From an optimization exercise on the open Yosys and OpenROAD flow, aimed at small area and a short achievable clock period; shortcuts taken in it are not production practice. Only simulation tests tie the RTL to the original design; equivalence was not proved. Power and IR drop assume default switching activity.

Design divTop, start of the top module:
module divTop (
    input  logic        clk,
    input  logic        arstN,
    input  logic        inValid,
    input  logic [15:0] dividend,
    input  logic [15:0] divisor,
    output logic        outValid,
    output logic [15:0] quotient,
    output logic [15:0] remainder,
    output logic        err
);
Size in the first run: about 69 I/O pins, about 15,000 µm² of cells after synthesis.
export LEC_CHECK = 0
export ABC_AREA = 1
export CAP_MARGIN = 20
export CORE_MARGIN = 2
export CORE_UTILIZATION = 40
export CTS_BUF_LIST = sky130_fd_sc_hd__clkbuf_16
export CTS_CLUSTER_DIAMETER = 150
export CTS_CLUSTER_SIZE = 25
export SLEW_MARGIN = 20
create_clock -name core_clock -period 11.0 [get_ports {clk}]
standard.sh (not shown) runs the stock make flow with config.mk's settings and CLKGATE_MAP_FILE= SYNTH_SCRIPT=/design/flow/synth_recipe.tcl, a recipe that flattens the netlist after the stock synthesis.
==> flow/flow/run.sh <==
#!/bin/bash
# Standard layout (the standard.sh), with timing repair aiming a few ns below the clock
# period (flow/margin.txt, passed as SETUP_SLACK_MARGIN) and any extra ORFS make variables
# listed one per line in flow/extra.txt. The whole output goes to standard_flow.log here.
set -euo pipefail
cd "$(dirname "$0")/.."
MARGIN=$(cat flow/margin.txt)
ARGS=()
if [[ -f flow/extra.txt ]]; then
  while IFS= read -r line; do
    [[ -n "$line" ]] && ARGS+=("$line")
  done < flow/extra.txt
fi
bash standard.sh "SETUP_SLACK_MARGIN=$MARGIN" "${ARGS[@]}" finish > standard_flow.log 2>&1
==> flow/flow/extra.txt <==
BUFFER_PORTS_ARGS=-buffer_cell sky130_fd_sc_hd__buf_2
==> flow/flow/margin.txt <==
7.2
The first run ran to the end with no violations.
Then changed:
==> flow/flow/margin.txt (replaced) <==
8.1
Result: Via count came out higher by 9.2%. Core utilization came out higher by 11 points. Clock power came out higher by about 0.6%. Global-route usage came out higher by 2.5 points. Register-to-register slack improves by 0.28 ns. Wire length came out higher by 22%. Cell count came out higher by 5.6%. Total power came out higher by 20%. Synthesized area does not change. Worst hold slack hardly moves.
Then changed:
==> flow/flow/margin.txt (replaced) <==
7.5
--- a/flow/config.mk
+++ b/flow/config.mk
@@ -10,3 +10,3 @@
 export CORE_MARGIN = 2
-export CORE_UTILIZATION = 40
+export CORE_UTILIZATION = 50
 export CTS_BUF_LIST = sky130_fd_sc_hd__clkbuf_16
Outcome: Non-clock buffer count fell by 129; cell area fell by 18%; area after synthesis is unchanged; clock power barely changes; global-route usage rose by 2.0 points; via count fell by 7.7%; cell count fell by 9.4%; die area fell by 20%.
Then changed:
==> flow/flow/margin.txt (replaced) <==
7.65
--- a/flow/config.mk
+++ b/flow/config.mk
@@ -10,3 +10,3 @@
 export CORE_MARGIN = 2
-export CORE_UTILIZATION = 50
+export CORE_UTILIZATION = 40
 export CTS_BUF_LIST = sky130_fd_sc_hd__clkbuf_16
The changed run went through all stages and came out clean. Cell area came out higher by 4.8%. Routed wire length came out higher by 1.6%. Die area came out higher by about 24%.
Then changed:
==> flow/flow/margin.txt (replaced) <==
7
--- a/flow/config.mk
+++ b/flow/config.mk
@@ -7,3 +7,2 @@
 export LEC_CHECK = 0
-export ABC_AREA = 1
 export CAP_MARGIN = 20
After rerunning: The changed run produced a clean layout; total power is lower by 3.6%; clock-buffer cell count is unchanged; worst setup slack gets worse by 1.2 ns; via count drops by 24%; cell area shrinks by 8.4%; core utilization rose by 1.4 points; wire length came out lower by 28%; synthesized cell count decreases by 32%; clock power stays flat; worst hold slack degrades by 0.0040 ns.

---

job 1889:
divTop again, from the RTL that the note above started with.
Settings: LEC_CHECK=0, ABC_AREA=1, CAP_MARGIN=20, CORE_MARGIN=2, CORE_UTILIZATION=40, CTS_BUF_LIST=sky130_fd_sc_hd__clkbuf_16, CTS_CLUSTER_DIAMETER=150, CTS_CLUSTER_SIZE=25, SLEW_MARGIN=20, TNS_END_PERCENT=10; clock period 11.0 ns.
==> flow/flow/margin.txt <==
7.8
Scripts as last shown in full above: flow/flow/run.sh, flow/flow/extra.txt
#### Input delta (job 3494 over job 1889)
- clearing TNS_END_PERCENT, which used to be 10
==> results.txt <==
| routed via count divided by cell count | job 3494 vs job 1889 | 0.046 higher |. Per the comparison of job 3494 with job 1889, final-report setup violation count flat; portion of total power attributed to the clock network -0.4 points. In job 3494 the maximum operating frequency turned out about 0.46% higher than in job 1889. Going from job 1889 to job 3494, design area grows by about 3%. The logic depth of the worst path, buffers included in job 3494 sits 16 below the value recorded for job 1889. Per the comparison of job 3494 with job 1889, placed wire-length estimate after detailed placement has remained practically unchanged; headroom to the max-slew limit did not really move; wire length of the first global-routing pass rose by about 0.6%. Relative to job 1889, data required time at the worst endpoint has decreased by 2.67 ns in job 3494. Post-route minimum period improves in job 3494 relative to job 1889.
Here is what was changed in the inputs of job 7363 compared with job 3494.
--- a/flow/flow/extra.txt
+++ b/flow/flow/extra.txt
@@ -1,0 +2 @@
+SYNTH_OPERATIONS_ARGS=-booth
==> flow/flow/margin.txt <==
7.5
### Flow results
Comparing job 3494 and job 7363, leakage power is lower on job 7363. Looking at least setup slack across all paths after layout across job 3494 and job 7363, the one that comes out higher is job 3494. Sort job 3494 and job 7363 by post-CTS setup buffer count asc -> top: job 3494. Job 3494 → job 7363: clock network power share picked up an extra 1.6 points; number of violations reported at the end of detailed-routing iteration 0 lost 212. The clock edge transition at the registers on the reported setup and hold paths on job 7363 is in line with that on job 3494. adder cells as the combinational family with the most area after synthesis was reported by job 7363, and simple AND/OR/NAND/NOR gates by job 3494. Relative to job 3494, via count decreased by about 25% in job 7363. The first-pass GRT wire length in job 7363 sits 21% below the value recorded for job 3494. Global routing usage on met3: job 3494 and job 7363 compared, higher one is job 7363.
### job 7363 -> job 9805
==> flow/flow/extra.txt <==
BUFFER_PORTS_ARGS=-buffer_cell sky130_fd_sc_hd__buf_2
==> comparison <==
Job 9805 packs its core more loosely than job 7363. [compare] base=job 7363 new=job 9805: area growth from synthesis to layout shows a reduction of 15 points, placer congestion estimate shows an increase of 12%, overall via count from detail_route shows an increase of 27%, setup slack shows an increase of 0.62 ns, maximum frequency shows an increase of 19%. dfxtp_1 as the leading cell type in the layout, fill and taps excluded was reported by job 7363, and nand2_1 by job 9805.
[inputs] job 112 vs job 9805
- CORE_UTILIZATION changed from 40 to 60
==> results.txt <==
- Job 112 completed; timing, DRC and antenna clean
- The launching instance or port of the critical path comes out d_6[0] in one run and d_3[2] in the other, namely in job 9805 and job 112 respectively.
- When the final numbers for job 112 and job 9805 were put side by side, the clock-pin slew on the worst setup and hold paths turned out to be smaller in job 112.
- Job 9805 vs job 112, top power consumer group: registers vs combinational logic
- Measured against each other, job 112 and job 9805 differ in total routing usage reported by global routing, the higher figure coming from job 112.
- In terms of area occupied by registers, job 9805 and job 112 differ only marginally.
What job 4222 does differently from job 112 at the input level:
- removing ABC_AREA (formerly 1)
- changing CORE_UTILIZATION from 60 to 40
--- a/flow/flow/extra.txt
+++ b/flow/flow/extra.txt
@@ -1,0 +2 @@
+ADDER_MAP_FILE=
## What came out
Against job 112, job 4222 comes in 2.0 points higher on max-slew headroom at the worst pin.
Compared with job 112, in job 4222 clock skew did not really move; total internal power went up; average size of a mapped cell went up; multi-input gate count went down.
No stage failed in job 4222, and the final checks on the layout all came back clean.
Total area of sequential cells, job 4222 vs job 112: up slightly
Job 112 reports its most common library cell in the layout ignoring fill and taps as nand2_1 while job 4222 reports dfxtp_1.
Non-clock buffer count: lower on job 112
Job 4222 — die span in y 12% higher, job 112 as reference
Job 4222 against job 112: smallest setup slack after layout fell 1.73 ns; post-layout utilization of the core lower; relative contribution of the clock network to total power +0.9 points.

re-timing with driven ports:
No port has a modelled driver above. Below, the same layouts with a new extraction and two added sets of constraints.
Step 1 (the two cells are an assumption about what drives the block):
set clk [get_ports {clk}]
set_driving_cell -lib_cell sky130_fd_sc_hd__clkbuf_16 $clk
set_driving_cell -lib_cell sky130_fd_sc_hd__buf_2 [delete_from_list [all_inputs] $clk]
Step 2 moves the port delays by t, midway between the first and last clock arrival at a register: inputs arrive t later, outputs are due t later. That takes back most of the time a late clock gives input paths.
Slacks: ideal ports / drivers / drivers and shift; pairs: ideal ports / drivers.
run | t (ns) | setup slack, ns | worst hold slack (ns) | worst data-port slew with drivers (ns) | pins driven straight from the clock port
the first run of note 1 | 0.544 | 7.509 / 7.509 / 7.322 | 0.326 / 0.326 / 0.326 | 0.04 | 1
the second run of note 1 | 0.554 | 7.793 / 7.751 / 7.560 | 0.327 / 0.327 / 0.327 | 0.05 | 1
the third run of note 1 | 0.548 | 7.679 / 7.679 / 7.365 | 0.326 / 0.326 / 0.326 | 0.03 | 1
the fourth run of note 1 | 0.550 | 7.710 / 7.710 / 7.356 | 0.327 / 0.327 / 0.327 | 0.05 | 1
the fifth run of note 1 | 0.542 | 6.506 / 6.506 / 6.506 | 0.323 / 0.323 / 0.323 | 0.04 | 1
job 1889 | 0.558 | 7.780 / 7.753 / 7.458 | 0.320 / 0.320 / 0.320 | 0.04 | 1
job 3494 | 0.562 | 7.795 / 7.741 / 7.473 | 0.320 / 0.320 / 0.320 | 0.04 | 1
job 7363 | 0.551 | 7.099 / 7.099 / 7.099 | 0.318 / 0.318 / 0.318 | 0.03 | 1
job 9805 | 0.544 | 7.720 / 7.720 / 7.322 | 0.323 / 0.323 / 0.323 | 0.04 | 1
job 112 | 0.541 | 7.641 / 7.641 / 7.387 | 0.328 / 0.328 / 0.328 | 0.03 | 1
job 4222 | 0.550 | 5.907 / 5.907 / 5.907 | 0.325 / 0.325 / 0.325 | 0.05 | 1
After both steps every run listed still meets setup and hold. For job 9805, which loses most, drivers alone change the setup slack by 0.000 ns; drivers and shift together by -0.398 ns.
